What follows belongs to an exercise in optimizing a design on an open flow for small area, a short achievable clock period and few clock cycles per item; a production flow would make more cautious choices. At most, simulation tests tie the RTL to the original design; equivalence was not proved. Function not checked in runs 2 and 3: the RTL went through the layout flow alone. No activity file was given, so power comes from the tool's default toggle rates.

`flow/standard.sh`:
```
#!/bin/bash
# synth_recipe.tcl (not shown) runs the flow's synth.tcl, then flattens the netlist and writes it again
# the make line also repeats each setting of config.mk as NAME=value (left out here)
make -C /OpenROAD-flow-scripts/flow DESIGN_CONFIG=/design/flow/config.mk WORK_HOME=/design/flow/orfs CLKGATE_MAP_FILE= SYNTH_SCRIPT=/design/flow/synth_recipe.tcl "${@:-finish}"
```
`flow/constraint.sdc`:
```
create_clock -name core_clock -period 6.0 [get_ports {sys_clk}]
set_input_delay 1.2000 -clock core_clock [delete_from_list [all_inputs] [get_ports {sys_clk}]]
set_output_delay 1.2000 -clock core_clock [all_outputs]
set_load 0.01 [all_outputs]
```
`flow/config.mk`:
```
export PLATFORM = sky130hd
export DESIGN_NAME = fp_add_top
export DESIGN_NICKNAME = fp_add_top
export VERILOG_FILES = /design/flow/design.v
export SDC_FILE = /design/flow/constraint.sdc
export NUM_CORES = 4
export LEC_CHECK = 0
export ABC_AREA = 1
export CAP_MARGIN = 20
export CORE_MARGIN = 2
export CORE_UTILIZATION = 40
export SETUP_SLACK_MARGIN = 1.6
export SLEW_MARGIN = 20
```
`flow/design.v`:
```
`timescale 1ns/1ps
module fp_prefix_add #(
    parameter int W = 28,
    parameter int L = 5            
) (
    input  logic [W-1:0] a,
    input  logic [W-1:0] b,
    input  logic         cin,
    output logic [W-1:0] s
);
    logic [W-1:0] p, g, gg, gp;
    assign p = a ^ b;
    assign g = a & b;
    always_comb begin
        gg    = g;
        gp    = p;
        gg[0] = g[0] | (p[0] & cin);
        for (int l = 0; l < L; l++) begin
            for (int i = 0; i < W; i++) begin
                if (i[l]) begin
                    gg[i] = gg[i] | (gp[i] & gg[((i >> l) << l) - 1]);
                    gp[i] = gp[i] & gp[((i >> l) << l) - 1];
                end
            end
        end
    end
    assign s = p ^ {gg[W-2:0], cin};
endmodule
module fp_prefix_and #(
    parameter int W = 24,
    parameter int L = 5            
) (
    input  logic [W-1:0] a,
    output logic [W-1:0] y
);
    always_comb begin
        y = a;
        for (int l = 0; l < L; l++) begin
            for (int i = 0; i < W; i++) begin
                if (i[l]) begin
                    y[i] = y[i] & y[((i >> l) << l) - 1];
                end
            end
        end
    end
endmodule
module fp_prefix_sum #(
    parameter int W = 28,
    parameter int L = 5            
) (
    input  logic [W-1:0] p,
    input  logic [W-1:0] g,
    input  logic         cin,
    output logic [W-1:0] s
);
    logic [W-1:0] gg, gp;
    always_comb begin
        gg    = g;
        gp    = p;
        gg[0] = g[0] | (p[0] & cin);
        for (int l = 0; l < L; l++) begin
            for (int i = 0; i < W; i++) begin
                if (i[l]) begin
                    gg[i] = gg[i] | (gp[i] & gg[((i >> l) << l) - 1]);
                    gp[i] = gp[i] & gp[((i >> l) << l) - 1];
                end
            end
        end
    end
    assign s = p ^ {gg[W-2:0], cin};
endmodule
`timescale 1ns/1ps
module fp_add_stage1 (
    input  logic [31:0] a,
    input  logic [31:0] b,
    input  logic        op,
    output logic [27:0] p,         
    output logic [27:0] g,         
    output logic [7:0]  e,
    output logic        sub,
    output logic        s,
    output logic        nan
);
    logic [7:0]  ea, eb;
    logic [22:0] fa, fb;
    logic        sa, sb;
    logic        za, zb;
    logic [23:0] ma, mb;
    logic        maxa, maxb;
    logic        nan_a, nan_b, inf_a, inf_b;
    logic        inf;
    logic        a_lt;
    logic [8:0]  dab, dba;
    logic [7:0]  shift;
    logic [23:0] big_m;
    logic [23:0] small_m;
    logic [25:0] y_sh;
    logic [23:0] lost;
    logic        sticky;
    logic        far;
    assign sa = a[31];
    assign sb = b[31] ^ op;
    assign ea = a[30:23];
    assign eb = b[30:23];
    assign fa = a[22:0];
    assign fb = b[22:0];
    assign za = (ea == 8'd0);
    assign zb = (eb == 8'd0);
    assign ma = za ? 24'd0 : {1'b1, fa};
    assign mb = zb ? 24'd0 : {1'b1, fb};
    assign maxa  = (ea == 8'hFF);
    assign maxb  = (eb == 8'hFF);
    assign nan_a = maxa & (fa != 23'd0);
    assign nan_b = maxb & (fb != 23'd0);
    assign inf_a = maxa & (fa == 23'd0);
    assign inf_b = maxb & (fb == 23'd0);
    assign sub  = (sa ^ sb) & ~inf;
    assign a_lt = {ea, fa} < {eb, fb};
    assign nan = nan_a | nan_b | (inf_a & inf_b & (sa ^ sb));
    assign inf = inf_a | inf_b;
    assign s   = a_lt ? sb : sa;
    assign dab   = {1'b0, ea} - {1'b0, eb};
    assign dba   = {1'b0, eb} - {1'b0, ea};
    assign shift = dab[8] ? dba[7:0] : dab[7:0];
    assign big_m   = a_lt ? mb : ma;
    assign small_m = a_lt ? ma : mb;
    assign e       = a_lt ? eb : ea;
    assign far = shift[7:5] != 3'd0;
    always_comb begin
        for (int j = 0; j < 24; j++) begin
            lost[j] = far | (shift[4:0] > 5'(j + 2));
        end
    end
    assign y_sh   = far ? 26'd0 : ({small_m, 2'b00} >> shift[4:0]);
    assign sticky = |(small_m & lost);
    logic [24:0] x;
    logic [27:0] y;
    assign x = sub ? {big_m, 1'b0} : {1'b0, big_m};
    assign y = sub ? ~{y_sh, sticky, 1'b0} : {1'b0, y_sh, sticky};
    assign p = {{x, 2'b00} ^ y[27:1], ~sub & y[0]};
    assign g = {{x, 2'b00} & y[27:1], sub};
endmodule
`timescale 1ns/1ps
module fp_add_stage2 (
    input  logic [27:0] p,         
    input  logic [27:0] g,
    input  logic [7:0]  e,
    input  logic        sub,
    input  logic        s,
    input  logic        nan,
    output logic [31:0] result
);
    logic [27:0] sum;
    logic        top;              
    logic        rnd_t, rnd_u;     
    logic [24:0] ones;             
    logic [23:0] inc_t, inc_u;     
    logic        cy_t, cy_u;       
    logic [22:0] f_frac;
    logic        f_cy;
    logic [9:0]  f_exp;
    logic        f_ovf, f_unf;
    logic        near;
    logic [4:0]  lz;
    logic [25:0] n_sh;
    logic [9:0]  n_exp;
    fp_prefix_sum #(.W(28)) u_add (
        .p   (p),
        .g   (g),
        .cin (1'b0),
        .s   (sum)
    );
    assign top   = sum[27];
    assign rnd_t = sum[3] & (sum[4] | sum[2] | sum[1] | sum[0]);
    assign rnd_u = sum[2] & (sum[3] | sum[1] | sum[0]);
    logic [23:0] ones4;            
    fp_prefix_and #(.W(24)) u_ones (
        .a (sum[27:4]),
        .y (ones4)
    );
    assign ones[0] = sum[3];
    assign ones[24:1] = ones4 & {24{sum[3]}};
    always_comb begin
        inc_t[0] = sum[4] ^ rnd_t;
        inc_u[0] = sum[3] ^ rnd_u;
        for (int k = 1; k < 24; k++) begin
            inc_t[k] = sum[k+4] ^ (rnd_t & ones4[k-1]);
            inc_u[k] = sum[k+3] ^ (rnd_u & ones[k-1]);
        end
    end
    assign cy_t = rnd_t & ones4[23];
    assign cy_u = rnd_u & ones[23];
    assign f_frac = top ? inc_t[22:0] : inc_u[22:0];
    assign f_cy   = top ? cy_t : cy_u;
    logic [9:0] eb0, eb1, eb2;
    logic [2:0] ov, un;
    assign eb0 = {2'b00, e} - {9'd0, sub};
    assign eb1 = eb0 + 10'd1;
    assign eb2 = eb0 + 10'd2;
    assign ov  = {eb2 >= 10'd255, eb1 >= 10'd255, eb0 >= 10'd255};
    assign un  = {eb2 == 10'd0, eb1 == 10'd0, (eb0 == 10'd0) | eb0[9]};
    always_comb begin
        case ({top, f_cy})
            2'b00:   begin f_exp = eb0; f_ovf = ov[0]; f_unf = un[0]; end
            2'b11:   begin f_exp = eb2; f_ovf = ov[2]; f_unf = un[2]; end
            default: begin f_exp = eb1; f_ovf = ov[1]; f_unf = un[1]; end
        endcase
    end
    assign near = ~(sum[27] | sum[26]);
    logic [31:0] lz_in;
    logic [15:0] v1;
    logic [7:0]  v2;
    logic [3:0]  v3;
    logic [1:0]  v4;
    logic [15:0] z1;
    logic [15:0] z2;
    logic [11:0] z3;
    logic [7:0]  z4;
    assign lz_in = {sum[25:0], 6'b111111};
    always_comb begin
        for (int g = 0; g < 16; g++) begin
            v1[g] = lz_in[2*g+1] | lz_in[2*g];
            z1[g] = ~lz_in[2*g+1];
        end
        for (int g = 0; g < 8; g++) begin
            v2[g]          = v1[2*g+1] | v1[2*g];
            z2[2*g+1]      = ~v1[2*g+1];
            z2[2*g]        = v1[2*g+1] ? z1[2*g+1] : z1[2*g];
        end
        for (int g = 0; g < 4; g++) begin
            v3[g]          = v2[2*g+1] | v2[2*g];
            z3[3*g+2]      = ~v2[2*g+1];
            z3[3*g+:2]     = v2[2*g+1] ? z2[4*g+2+:2] : z2[4*g+:2];
        end
        for (int g = 0; g < 2; g++) begin
            v4[g]          = v3[2*g+1] | v3[2*g];
            z4[4*g+3]      = ~v3[2*g+1];
            z4[4*g+:3]     = v3[2*g+1] ? z3[6*g+3+:3] : z3[6*g+:3];
        end
        lz = v4[1] ? {1'b0, z4[7:4]} : {1'b1, z4[3:0]};
    end
    assign n_sh  = sum[25:0] << lz;
    assign n_exp = {2'b00, e} - 10'd2 - {5'd0, lz};
    logic [25:0] n_win;
    logic        n_unf;
    always_comb begin
        for (int i = 0; i < 26; i++) begin
            n_win[i] = ({2'b00, e} > 10'(27 - i));
        end
    end
    assign n_unf = ~|(sum[25:0] & n_win);
    always_comb begin
        if (nan) begin
            result = 32'hFFFF_FFFF;
        end else if (near) begin
            if (sum[25:0] == 26'd0) begin
                result = 32'd0;
            end else if (n_unf) begin
                result = {s, 31'd0};
            end else begin
                result = {s, n_exp[7:0], n_sh[24:2]};
            end
        end else if (f_ovf) begin
            result = {s, 8'hFF, 23'd0};
        end else if (f_unf) begin
            result = {s, 31'd0};
        end else begin
            result = {s, f_exp[7:0], f_frac};
        end
    end
endmodule
`timescale 1ns/1ps
module fp_add_top (
    input  logic        sys_clk,
    input  logic        sys_rst_n,
    input  logic [31:0] data1_in,
    input  logic [31:0] data2_in,
    input  logic        op,
    input  logic        trig,
    output logic [31:0] data_out,
    output logic        vld
);
    logic        busy;
    logic        accept;
    logic [27:0] p_d, p_q;         
    logic [27:0] g_d, g_q;         
    logic [7:0]  e_d, e_q;         
    logic        sub_d, sub_q;     
    logic        s_d, s_q;         
    logic        nan_d, nan_q;     
    logic [31:0] result;
    assign accept = trig & ~busy;
    fp_add_stage1 u_s1 (
        .a   (data1_in),
        .b   (data2_in),
        .op  (op),
        .p   (p_d),
        .g   (g_d),
        .e   (e_d),
        .sub (sub_d),
        .s   (s_d),
        .nan (nan_d)
    );
    always_ff @(posedge sys_clk) begin
        p_q   <= p_d;
        g_q   <= g_d;
        e_q   <= e_d;
        sub_q <= sub_d;
        s_q   <= s_d;
        nan_q <= nan_d;
    end
    fp_add_stage2 u_s2 (
        .p      (p_q),
        .g      (g_q),
        .e      (e_q),
        .sub    (sub_q),
        .s      (s_q),
        .nan    (nan_q),
        .result (result)
    );
    always_ff @(posedge sys_clk or negedge sys_rst_n) begin
        if (!sys_rst_n) begin
            busy     <= 1'b0;
            vld      <= 1'b0;
            data_out <= '0;
        end else begin
            busy <= accept;
            vld  <= busy;
            if (busy) begin
                data_out <= result;
            end
        end
    end
endmodule
```
`flow/flow/run.sh`:
```
#!/bin/bash
# Standard layout, with plain buffers on the ports instead of the delay
# cells the port buffering picks by default.
set -euo pipefail
bash standard.sh BUFFER_PORTS_ARGS="-buffer_cell sky130_fd_sc_hd__buf_1" SKIP_GATE_CLONING=1 finish > standard.log 2>&1
```
==> out/metrics.cfg, run 1 <==
[yosys]
synth-edff-count = 0
ys_async_sr_fraction_pct = 35.1
synth_cell_types = 64
synth_flop_cell = dfxtp_1
yosys_register_bits = 97
ys_seq_area_share_pct = 16.6
synth_cells = 2206
ys_warn_count = 5
syn-num-nets = 2365
syn-cell-area_mm2 = 0.0127
syn_avg_cell_area_um2 = 5.77

[worst_setup_path]
slowest_stage = o21ai_0
timing.rr.end = data_out[30]
r2r_slack_ns = 1.86
endpoint_kind = flop
critical_path.max_fanout = 26
r2r_cells = 28
critPathBufInv = 6
slowest_delay_ns = 0.60
startpoint_type = primary input
crit_top_cell = nand2_1
cp.depth = 18
cp-endpoint = p_q[15]
r2r_start = g_q[0]
crit_family = buffers and inverters
crit_arrival_ns = 4.50
crit_chain = buf_1 > inv_1 > ha_1 > fa_2 > inv_1 > o21ai_0 > nand2_1 > nand2_1 > a21oi_4 > nand2_4 > buf_8 > nor2_1 > buf_4 > inv_1 > o21ai_0 > nand2_1 > nand2_1 > ha_1
required_ns = 6.24
crit_path_start = data2_in[23]
path_class = primary input to flop

[timing]
finalSetupViolCount = 0
post-route-min-period_ns = 4.26
rsz0062_at_grt = true
fin_skew_ns = 0.0125
fmax_mhz = 235
fin_ws_ns = 1.74
worst_slew_pin_slew_ns = 0.943
final_max_slew_viol_count = 0
slew_headroom_pct = 37.0
fin_crit_sh_pct = 71.0
hold_viol = 0
fin_setup_tns_ns = 0

[place]
pre_cts_ws_ns = 0.681
place.gp.congestion = 1.00
dp_hpwl_mm = 37.4
dpl_cell_area_mm2 = 0.0135
numPortBuffers = 100

[cells_and_area]
syn_to_final_growth_pct = 13.4
drive_above_1_share_pct = 11.5
final_area_mm2 = 0.0144
final_cell_mix = nand2_1, nand3_1, inv_1, nor2_1, o21ai_0
nets = 2453
antenna_cells = 0
final_common_cell = nand2_1

[floorplan]
die_h_um = 182
pin_count = 101
core_mm2 = 0.0315
dieArea_mm2 = 0.0333
start_util_pct = 40.5
dieWidth_um = 182
rows = 65

[global_route]
antenna_found_initial = 0
grt_util_all_layers_pct = 27.8
grt_pass1_wl_mm = 74.6
grt-ovfl-total = 0
grt_pass1_vias = 14100
grt_max_degree = 45

[clock_network]
clockBufferDepth = 2
cts_tree = built
cts_sinks = 97
htree_levels = 3
clock_latency_ns = 0.35
root_buffer = clkbuf_16
cts_buffers = 9
clk_pin_slew_ns = 0.07

[detailed_routing]
viasPerCell = 5.68
via_count = 15300
drt-initial-drc-count = 1512
drt-total-wl_mm = 47.2
drtPass1Iterations = 5
drt.antenna.violating_nets = 0
drc = 0
wl_per_cell_um = 17.5

[power_and_ir_drop]
worst_ir_drop_vdd_uv = 195
powerDensity_mw_per_mm2 = 463
power_mw = 6.68
power_leakage_nw = 7.05

[outcome]
status = finished clean

[hold_path]
hold_path.class = flop to flop

[flow_run]
maxCapViolCount = 0

==> logic make-up after synthesis <==
kind of cell	count (synthesis)	share of synthesized area (%)
adder cells (fa/ha/maj)	91	9.12
XOR/XNOR	30	2.06
multiplexers	5	0.393
AND/OR/NAND/NOR	1301	46.4
flip-flops	97	16.6
AO/OA/AOI/OAI	344	15.0
buffers and inverters	338	10.4
==> layer usage <==
layer	vias up	global-route usage (%)	share of wire (%)
met2	649	46.6	46
met1	7035	36.3	43
met5	-	0	0
met3	118	3.17	6.4
met4	0	11.8	4.5
li1	7528	-	-
==> how the worst min path moves through the flow <==
stage                           start     endpoint  depth (start not counted)
final                     data_out[1]  data_out[1]                          2
after detailed placement  data_out[5]  data_out[5]                          2
after global placement    data_out[7]  data_out[7]                          2
after global routing      data_out[8]  data_out[8]                          2
after CTS                 data_out[1]  data_out[1]                          2
after floorplan                  busy          vld                          0
==> cell type report <==
type	instances	area, µm²
clock buffers	9	225
clock inverters	7	66.3
fillers	3447	17000
inverters	260	1010
multi-input cells	1771	9690
flip-flops and latches	97	2120
well taps	402	503
repair buffers	155	835
==> Yosys cell counts, drive strengths merged (3+ instances only) <==
cell type	n	area [µm²]
nor4	14	87.6
o21ai	172	868
nor2	185	779
nor3	16	101
a31oi	17	106
xor2	25	219
clkinv	3	11.3
o31ai	4	30.0
or2	7	43.8
dfrtp	34	851
inv	257	972
mux2i	5	50.1
ha	88	1100
buf	37	190
fa	3	60.1
xnor2	5	43.8
dfxtp	63	1260
o211ai	5	37.5
o221ai	7	61.3
nand3b	8	67.6
a22oi	7	52.6
o22ai	21	131
nand4	41	263
nand3	353	1840
a21oi	96	499
clkbuf	41	154
nand2	671	2680
==> worst min-delay path, delay by kind of cell (launching register included) <==
kind                   cells  cell delay, ns
flip-flops                 1            0.35
AO/OA/AOI/OAI              1            0.07
buffers and inverters      1            0.04
==> stage by stage <==
step                      hold WS (ns)  util [%]  std cells
after CTS                        0.486      44.3       2676
after detailed placement         0.467      42.8       2655
final                            0.480      45.9       2701
after floorplan                  0.352         -       2206
after global routing             0.506      45.9       2701
after global placement           0.455      42.8       2655
==> flip-flops by register name, summed over array words and instances (netlist names) <==
| register | flops |
|---|---|
| vld | 1 |
| p_q | 28 |
| busy | 1 |
| s_q | 1 |
| nan_q | 1 |
| data_out | 32 |
| e_q | 8 |
| g_q | 25 |
==> report_power, final <==
group	total, mW	switching (mW)	internal [mW]
combinational	5.05	3.49	1.56
sequential	1.06	0.181	0.878
clock	0.577	0.282	0.295
==> repair_timing <==
item	4_1_cts	5_1_grt
gates resized for setup	45	100
hold buffers	0	0
pin swaps	4	20
setup buffers	5	25
endpoints found under the setup margin	77	61
Testbench counts, summed over its fixed seeds: cycles 16,000, items 8,000.
==> inputs of run 2 (changes only) <==
--- a/flow/design.v
+++ b/flow/design.v
@@ -121,4 +121,14 @@
     assign s   = a_lt ? sb : sa;
-    assign dab   = {1'b0, ea} - {1'b0, eb};
-    assign dba   = {1'b0, eb} - {1'b0, ea};
+    fp_prefix_add #(.W(9), .L(4)) u_dab (
+        .a   ({1'b0, ea}),
+        .b   ({1'b1, ~eb}),
+        .cin (1'b1),
+        .s   (dab)
+    );
+    fp_prefix_add #(.W(9), .L(4)) u_dba (
+        .a   ({1'b0, eb}),
+        .b   ({1'b1, ~ea}),
+        .cin (1'b1),
+        .s   (dba)
+    );
     assign shift = dab[8] ? dba[7:0] : dab[7:0];
==> run 2 against run 1 <==
  * Still clean on timing, DRC and antenna
  * Hold slack improved by 0.00080 ns
  * Global-route usage increased by 1.2 points
  * Clock skew up 0.0019 ns
  * Setup slack gained 0.0056 ns
  * Cell area rose by 2.2%
  * Wire length rose by 5.3%
  * Largest power group unchanged
==> out/metrics.cfg, run 2 <==
[place]
dpl_cell_area_mm2 = 0.0138  ; +2.5%
pre_cts_ws_ns = 0.823  ; +0.142 ns
dp_hpwl_mm = 39.9  ; +6.7%
place.gp.congestion = 1.02  ; +2.4%
numPortBuffers = 100  ; unchanged

[timing]
slew_headroom_pct = 32.8  ; -4.3 points
fin_setup_tns_ns = 0  ; unchanged
fin_skew_ns = 0.0144  ; +0.00195 ns
fin_crit_sh_pct = 70.9  ; -0.094 points
fmax_mhz = 235  ; +0.13%
rsz0062_at_grt = true
fin_ws_ns = 1.74  ; +0.00563 ns
whs_ns = 0.481  ; +0.000796 ns
hold_viol = 0  ; unchanged
final_max_slew_viol_count = 0  ; unchanged
worst_slew_pin_slew_ns = 1.01  ; +0.0641 ns
post-route-min-period_ns = 4.26  ; -0.00563 ns
finalSetupViolCount = 0  ; unchanged

[worst_setup_path]
r2r_slack_ns = 1.74  ; -0.12 ns
slowest_delay_ns = 0.38  ; -0.22 ns
path_class = flop to flop
endpoint_kind = flop
crit_top_cell = nor2_4
r2r_start = g_q[0]
crit_arrival_ns = 4.55  ; +0.05 ns
startpoint_type = flop
critical_path.max_fanout = 10  ; -62%
required_ns = 6.29  ; +0.05 ns
crit_path_start = g_q[0]
slowest_stage = dfxtp_4

[global_route]
grt_pass1_wl_mm = 77.7  ; +4.2%
grt_max_degree = 62  ; +38%
grt-ovfl-total = 0  ; unchanged
grt_pass1_vias = 14600  ; +3.5%
grt_util_all_layers_pct = 29.0  ; +1.2 points
antenna_found_initial = 0  ; unchanged

[power_and_ir_drop]
worst_ir_drop_vdd_uv = 227  ; +16%
power_mw = 6.98  ; +4.5%
powerDensity_mw_per_mm2 = 473  ; +2.2%
power_leakage_nw = 7.33  ; +4.0%

[yosys]
synth_top_family_by_area = simple AND/OR/NAND/NOR gates
syn_avg_cell_area_um2 = 5.75  ; -0.45%
yosysMostFrequentCell = nand2_1
synth_cell_types = 63  ; -1.6%
synth_top_area_cell = nand2_1
synthSimpleGateAreaFrac_pct = 45.8  ; -0.56 points
synth_cells = 2275  ; +3.1%
syn-num-nets = 2437  ; +3.0%
synth_compound_area_share_pct = 14.7  ; -0.32 points
synth_top_area_share_pct = 18.3  ; -0.22 points
synth_flop_cell = dfxtp_1
synth_area_leaders = nand2_1, nand3_1, dfxtp_1
ys_warn_count = 6  ; +1
syn-cell-area_mm2 = 0.0131  ; +2.7%
synthMuxAreaShare_pct = 0.383  ; -0.010 points
ys_seq_area_share_pct = 16.2  ; -0.43 points
synth_top_cells_by_count = nand2_1, nand3_1, inv_1
yosys_register_bits = 97  ; unchanged
ys_async_sr_fraction_pct = 35.1  ; unchanged
yosys.area_share.adder_pct = 9.40  ; +0.28 points
synth_xor_area_share_pct = 2.35  ; +0.28 points
synth-edff-count = 0  ; unchanged

[cells_and_area]
multi_input_area_mm2 = 0.00985  ; +1.6%
antenna_cells = 0  ; unchanged
top_register = data_out
largest_reg_flops = 32  ; unchanged
syn_to_final_growth_pct = 13.0
largest_registers = data_out: 32 flops, p_q: 28 flops, g_q: 25 flops
seq_area_mm2 = 0.00212  ; +0.12%
final_area_mm2 = 0.0148  ; +2.2%
drive_above_1_share_pct = 9.87  ; -1.7 points
final_cell_mix = nand2_1, nand3_1, inv_1, nor2_1, o21ai_0
nets = 2528  ; +3.1%
final_common_cell = nand2_1
fill_cells = 3597  ; +4.4%

[detailed_routing]
drt.antenna.violating_nets = 0  ; unchanged
via_count = 15600  ; +1.4%
drt-initial-drc-count = 1460  ; -3.4%
drc = 0  ; unchanged
drt-total-wl_mm = 49.7  ; +5.3%
wl_per_cell_um = 17.7  ; +1.1%
drtPass1Iterations = 6  ; +1
viasPerCell = 5.53  ; -2.6%

[outcome]
status = finished clean

[floorplan]
dieWidth_um = 185  ; +1.3%
dieArea_mm2 = 0.0341  ; +2.6%
core_mm2 = 0.0324  ; +2.9%
die_h_um = 185  ; +1.3%
pin_count = 101  ; unchanged
rows = 66  ; +1.5%
start_util_pct = 40.4  ; -0.074 points

[clock_network]
cts_tree = built
cts_sinks = 97  ; unchanged
clock_latency_ns = 0.38  ; +0.03 ns
clockBufferDepth = 2  ; unchanged
root_buffer = clkbuf_16
cts_buffers = 9  ; unchanged
htree_levels = 3  ; unchanged
clk_pin_slew_ns = 0.07  ; about the same

[flow_run]
maxCapViolCount = 0  ; unchanged

[hold_path]
hold_path.class = flop to flop
hp-start = data_out[1]

run 2: metrics by stage:
stage                     utilization (%)  instances
final                                45.6       2813
after global routing                 45.6       2813
after CTS                            44.1       2788
after detailed placement             42.6       2761
after global placement               42.6       2761
after floorplan                         -       2275
run 2: routing by layer:
layer | wire, µm | share of wire (%) | global-route usage [%]
met2 | 23500 | 47 | 50.8
met3 | 2750 | 5.5 | 3.38
met5 | 0 | 0 | 0
met4 | 2660 | 5.4 | 13.8
met1 | 20800 | 42 | 35.4
run 2: cells by family (layout without fill, tap and decap cells):
group,after synthesis,in the layout
AND/OR/NAND/NOR,1343,1343
XOR/XNOR,35,35
buffers and inverters,356,452
multiplexers,5,5
adder cells (fa/ha/maj),94,94
AO/OA/AOI/OAI,345,345
flip-flops,97,97
run 2: repair_timing:
item / in CTS / in global routing
pin swaps: 7 / 21
buffers inserted: 11 / 25
resized for setup: 36 / 83
setup endpoints to repair: 78 / 79
hold buffers: 0 / 0
run 2: layout make-up:
class | count | area share, %
Multi-Input combinational cell | 1822 | 66.7
Sequential cell | 97 | 14.4
Inverter | 273 | 7.14
Timing Repair Buffer | 163 | 6.08
Tap cell | 442 | 3.75
Clock buffer | 9 | 1.53
Clock inverter | 7 | 0.458
run 2: where the power goes:
| group | internal, mW | leakage (nW) | total (mW) | switching (mW) |
|---|---|---|---|---|
| registers | 0.883 | 0.912 | 1.06 | 0.176 |
| logic | 1.62 | 6.27 | 5.34 | 3.72 |
| clock network | 0.294 | 0.148 | 0.584 | 0.289 |
| total | 2.80 | 7.33 | 6.98 | 4.19 |
run 2: path summary, 6_finish.rpt:
check	end	cells past startpoint
max in group asynchronous	data_out[8]	1
hold / removal	data_out[1]	2
hold reg to reg	data_out[1]	2
setup / recovery	data_out[30]	29
min in group asynchronous	data_out[29]	1
setup reg to reg	data_out[30]	29
run 2: critical path: cells and delay by family, from the launching register on:
kind,cells,cell delay (ns)
AOI/OAI and AO/OA,3,0.33
xor gates and xnor gates,2,0.34
adders and majority gates,5,1.22
buffers and inverters,2,0.13
DFF,1,0.38
and+or+nand+nor,17,1.77
==> inputs of run 3 (changes only) <==
--- a/flow/design.v
+++ b/flow/design.v
@@ -81,2 +81,3 @@
     output logic        s,
+    output logic        inf,
     output logic        nan
@@ -90,3 +91,2 @@
     logic        nan_a, nan_b, inf_a, inf_b;
-    logic        inf;
     logic        a_lt;
@@ -96,3 +96,3 @@
     logic [23:0] small_m;
-    logic [25:0] y_sh;
+    logic [27:0] y_sh;
     logic [23:0] lost;
@@ -116,19 +116,9 @@
     assign inf_b = maxb & (fb == 23'd0);
-    assign sub  = (sa ^ sb) & ~inf;
+    assign sub  = sa ^ sb;
     assign a_lt = {ea, fa} < {eb, fb};
-    assign nan = nan_a | nan_b | (inf_a & inf_b & (sa ^ sb));
+    assign nan = nan_a | nan_b | (inf_a & inf_b & sub);
     assign inf = inf_a | inf_b;
-    assign s   = a_lt ? sb : sa;
-    fp_prefix_add #(.W(9), .L(4)) u_dab (
-        .a   ({1'b0, ea}),
-        .b   ({1'b1, ~eb}),
-        .cin (1'b1),
-        .s   (dab)
-    );
-    fp_prefix_add #(.W(9), .L(4)) u_dba (
-        .a   ({1'b0, eb}),
-        .b   ({1'b1, ~ea}),
-        .cin (1'b1),
-        .s   (dba)
-    );
+    assign s   = inf ? (inf_a ? sa : sb) : (a_lt ? sb : sa);
+    assign dab   = {1'b0, ea} - {1'b0, eb};
+    assign dba   = {1'b0, eb} - {1'b0, ea};
     assign shift = dab[8] ? dba[7:0] : dab[7:0];
@@ -143,3 +133,2 @@
     end
-    assign y_sh   = far ? 26'd0 : ({small_m, 2'b00} >> shift[4:0]);
     assign sticky = |(small_m & lost);
@@ -147,6 +136,19 @@
     logic [27:0] y;
-    assign x = sub ? {big_m, 1'b0} : {1'b0, big_m};
-    assign y = sub ? ~{y_sh, sticky, 1'b0} : {1'b0, y_sh, sticky};
-    assign p = {{x, 2'b00} ^ y[27:1], ~sub & y[0]};
-    assign g = {{x, 2'b00} & y[27:1], sub};
+    logic [27:0] sh_v [6];
+    assign sh_v[0] = sub ? {~small_m, 4'b1111} : {1'b0, small_m, 3'b000};
+    always_comb begin
+        for (int k = 0; k < 5; k++) begin
+            sh_v[k+1] = sh_v[k];
+            if (shift[k]) begin
+                for (int i = 0; i < 28; i++) begin
+                    sh_v[k+1][i] = (i + (1 << k) < 28) ? sh_v[k][(i + (1 << k)) % 28] : sub;
+                end
+            end
+        end
+    end
+    assign y_sh = far ? {28{sub}} : sh_v[5];
+    assign x    = sub ? {big_m, 1'b0} : {1'b0, big_m};
+    assign y    = {y_sh[27:2], sub ? {~sticky, 1'b1} : {y_sh[1], sticky}};
+    assign p = {x, 3'b000} ^ y;
+    assign g = {x, 3'b000} & y;
 endmodule
@@ -159,2 +161,3 @@
     input  logic        s,
+    input  logic        inf,
     input  logic        nan,
@@ -179,3 +182,3 @@
         .g   (g),
-        .cin (1'b0),
+        .cin (sub),
         .s   (sum)
@@ -264,2 +267,4 @@
             result = 32'hFFFF_FFFF;
+        end else if (inf) begin
+            result = {s, 8'hFF, 23'd0};
         end else if (near) begin
@@ -299,2 +304,3 @@
     logic        s_d, s_q;         
+    logic        inf_d, inf_q;     
     logic        nan_d, nan_q;     
@@ -311,2 +317,3 @@
         .s   (s_d),
+        .inf (inf_d),
         .nan (nan_d)
@@ -319,2 +326,3 @@
         s_q   <= s_d;
+        inf_q <= inf_d;
         nan_q <= nan_d;
@@ -327,2 +335,3 @@
         .s      (s_q),
+        .inf    (inf_q),
         .nan    (nan_q),
--- a/flow/config.mk
+++ b/flow/config.mk
@@ -11,3 +11,3 @@
 export CORE_UTILIZATION = 40
-export SETUP_SLACK_MARGIN = 1.6
+export SETUP_SLACK_MARGIN = 1.5
 export SLEW_MARGIN = 20
==> run 3 against run 2 <==
  * Combinational power is 17% higher
  * Register-to-register slack worse by 0.24 ns
  * Setup slack worse by 0.24 ns
  * Cell count is 1.7% lower
  * Global-route usage is 1.2 points lower
  * Area after synthesis is 0.98% lower
  * Cell area is 0.83% higher
  * Critical endpoint unchanged
  * Highest routed layer unchanged
==> out/metrics.cfg, run 3 <==
[outcome]
status = finished clean

[yosys]
synth_cells = 2260  ; -0.66%
synth_top_area_cell = nand2_1
synth_cell_types = 60  ; -4.8%
synth_top_area_share_pct = 19.4  ; +1.0 points
synth_flop_cell = dfxtp_1
syn_avg_cell_area_um2 = 5.73  ; -0.32%
yosysMostFrequentCell = nand2_1
ys_warn_count = 6  ; unchanged
ys_seq_area_share_pct = 16.5  ; +0.31 points
syn-num-nets = 2419  ; -0.74%
yosys_register_bits = 98  ; +1.0%
synth_top_cells_by_count = nand2_1, o21ai_0, inv_1
synth_area_leaders = nand2_1, o21ai_0, dfxtp_1
synth-edff-count = 0  ; unchanged
syn-cell-area_mm2 = 0.0129  ; -0.98%
ys_async_sr_fraction_pct = 34.7  ; -0.36 points

[hold_path]
hold_end = data_out[0]
hp-start = data_out[0]
hold_depth = 2  ; unchanged
hold_path.class = flop to flop

[worst_setup_path]
critPathBufInv = 5  ; +3
startpoint_type = flop
r2r_cells = 32  ; +10%
slowest_delay_ns = 0.36  ; -0.02 ns
crit_top_cell = ha_4
timing.rr.end = data_out[30]
crit_arrival_ns = 4.75  ; +0.20 ns
r2r_start = sub_q
critical_path.max_fanout = 4  ; -6
crit_family = simple AND/OR/NAND/NOR gates
r2r_slack_ns = 1.51  ; -0.24 ns
endpoint_kind = flop
slowest_stage = dfxtp_4
path_class = flop to flop
required_ns = 6.25  ; -0.04 ns

[timing]
slew_headroom_pct = 28.4  ; -4.4 points
hold_viol = 0  ; unchanged
worst_slew_pin_slew_ns = 1.07  ; +0.0664 ns
whs_ns = 0.488  ; +0.00710 ns
finalSetupViolCount = 0  ; unchanged
rsz0062_at_grt = true
fin_skew_ns = 0.0166  ; +0.00218 ns
fin_setup_tns_ns = 0  ; unchanged
final_max_slew_viol_count = 0  ; unchanged
fmax_mhz = 223  ; -5.3%
fin_crit_sh_pct = 74.9  ; +4.0 points
post-route-min-period_ns = 4.49  ; +0.237 ns

[detailed_routing]
viasPerCell = 5.56  ; +0.52%
drt.antenna.violating_nets = 0  ; unchanged
drtPass1Iterations = 6  ; unchanged
via_count = 15400  ; -1.2%
wl_per_cell_um = 17.2  ; -2.5%
drt-total-wl_mm = 47.6  ; -4.2%
drc = 0  ; unchanged
drt-initial-drc-count = 1391  ; -4.7%

[floorplan]
pin_count = 101  ; unchanged
start_util_pct = 40.8  ; +0.43 points
dieArea_mm2 = 0.0338  ; -0.96%
die_h_um = 184  ; -0.48%
core_mm2 = 0.0317  ; -2.0%
dieWidth_um = 184  ; -0.48%
rows = 65  ; -1.5%

[cells_and_area]
final_cell_mix = nand2_1, inv_1, nand3_1, o21ai_0, nor2_1
largest_reg_flops = 32  ; unchanged
largest_registers = data_out: 32 flops, p_q: 28 flops, g_q: 24 flops
final_common_cell = nand2_1
antenna_cells = 0  ; unchanged
fill_cells = 3448  ; -4.1%
top_register = data_out
nets = 2516  ; -0.47%
drive_above_1_share_pct = 11.7  ; +1.9 points
syn_to_final_growth_pct = 15.0

[clock_network]
clock_latency_ns = 0.37  ; about the same
cts_buffers = 9  ; unchanged
htree_levels = 3  ; unchanged
root_buffer = clkbuf_16
cts_sinks = 98  ; +1.0%
cts_tree = built
clockBufferDepth = 2  ; unchanged
holdBufCountCts = 0  ; unchanged
clk_pin_slew_ns = 0.08  ; about the same

[power_and_ir_drop]
power_mw = 7.91  ; +13%
clkPwrFrac_pct = 7.5  ; -0.9 points
power_leakage_nw = 7.10  ; -3.1%
worst_ir_drop_vdd_uv = 219  ; -3.6%
switching_share_pct = 59.9  ; -0.10 points
p_int_mw = 3.18  ; +14%
p_sw_mw = 4.73  ; +13%
powerDensity_mw_per_mm2 = 531  ; +12%
combPwrFrac_pct = 78.7  ; +2.2 points
p_seq_share_pct = 13.8  ; -1.4 points

[place]
dp_hpwl_mm = 37.5  ; -6.0%
place.gp.congestion = 0.976  ; -4.6%
numPortBuffers = 100  ; unchanged

[global_route]
grt_max_degree = 50  ; -19%
grt-ovfl-total = 0  ; unchanged
grt_util_all_layers_pct = 27.8  ; -1.2 points
grt_pass1_wl_mm = 75.1  ; -3.4%
antenna_found_initial = 0  ; unchanged
grt_pass1_vias = 14300  ; -2.4%

[flow_run]
maxCapViolCount = 0  ; unchanged

-- run 3: logic make-up after synthesis --
family                     count (synthesis)  share of synthesized area, %
AOI/OAI and AO/OA                        488                          20.4
xor gates and xnor gates                  31                          2.16
adders and majority gates                 91                          8.97
buffers and inverters                    332                          10.2
DFF                                       98                          16.5
muxes                                     11                         0.851
and+or+nand+nor                         1209                          41.0
-- run 3: metrics by stage --
stage | cells | area [µm²] | utilization [%] | worst slack (ns)
after floorplan | 2260 | 13000 | - | 1.51
after global placement | 2702 | 13800 | 43.4 | 0.842
after detailed placement | 2702 | 13800 | 43.4 | 0.819
after CTS | 2737 | 14300 | 45.0 | 1.45
after global routing | 2764 | 14900 | 46.9 | 1.25
final | 2764 | 14900 | 46.9 | 1.51
-- run 3: power groups by stage --
stage | sequential (mW) | clock, mW | combinational, mW
2_1_floorplan | 1.10 | 0 | 4.09
3_3_place_gp | 1.10 | 0 | 5.67
3_5_place_dp | 1.10 | 0 | 5.68
4_1_cts | 1.09 | 0.605 | 5.83
5_1_grt | 1.12 | 0.633 | 6.89
6_report | 1.09 | 0.595 | 6.23
-- run 3: area by class of cell --
| type | count | area [µm²] | area share, % |
|---|---|---|---|
| multi-input cells | 1830 | 10000 | 67.3 |
| clock inverters | 7 | 76.3 | 0.513 |
| repair buffers | 175 | 1010 | 6.77 |
| flip-flops and latches | 98 | 2140 | 14.3 |
| inverters | 243 | 927 | 6.23 |
| well taps | 402 | 503 | 3.38 |
| clock buffers | 9 | 225 | 1.51 |
-- run 3: worst register-to-register path: cells and delay by family, from the launching register on --
family	cells	cell delay, ns
simple gates	15	1.43
flops	1	0.36
compound gates	4	0.62
buf+inv	5	0.38
fa+ha+maj	6	1.28
xor+xnor	2	0.33
-- run 3: worst max path at each step --
stage / depth (start not counted) / startpoint / to
2_1_floorplan: 33 / sub_q / data_out[30]
3_3_place_gp: 31 / sub_q / data_out[30]
3_5_place_dp: 31 / sub_q / data_out[30]
4_1_cts: 32 / sub_q / data_out[30]
5_1_grt: 32 / sub_q / data_out[30]
6_report: 32 / sub_q / data_out[30]
-- run 3: what timing repair did --
| action | CTS | global route |
|---|---|---|
| setup endpoints to repair | 65 | 81 |
| gates resized for setup | 26 | 147 |
| buffers inserted | 19 | 27 |
| pin swaps | 13 | 34 |
| cloned | 0 | 0 |
-- run 3: layer usage --
metal | share of wire (%) | wire length (µm) | track usage [%]
met5 | 0 | 0 | 0
met1 | 43 | 20500 | 35.2
met2 | 47 | 22200 | 47.9
met3 | 5.7 | 2730 | 2.99
met4 | 4.4 | 2110 | 11.7

## what the ideal ports hide
In the flow no input, the clock included, has a driving cell. The finished layouts below were timed again as built, in two steps. Step 1, drivers: a clkbuf_16 drives sys_clk and a buf_2 each remaining input, both assumed. Step 2 times the ports against the registers' clock, not the clock port: input delays grow and output delays shrink by t, the midpoint of the rising clock arrivals with the driver on. a / b / c = ideal / step 1 / step 2; a / b = the first two.
| run | t (ns) | setup WS [ns] | worst data-port slew with drivers (ns) |
|---|---|---|---|
| run 1 | 0.401 | 1.738 / 1.767 / 1.365 | 0.04 |
| run 2 | 0.416 | 1.744 / 1.744 / 1.381 | 0.04 |
| run 3 | 0.410 | 1.507 / 1.507 / 1.305 | 0.04 |
After both steps every run listed still meets setup and hold. For run 1, which loses most, drivers alone change the setup slack by +0.029 ns; drivers and shift together by -0.373 ns.
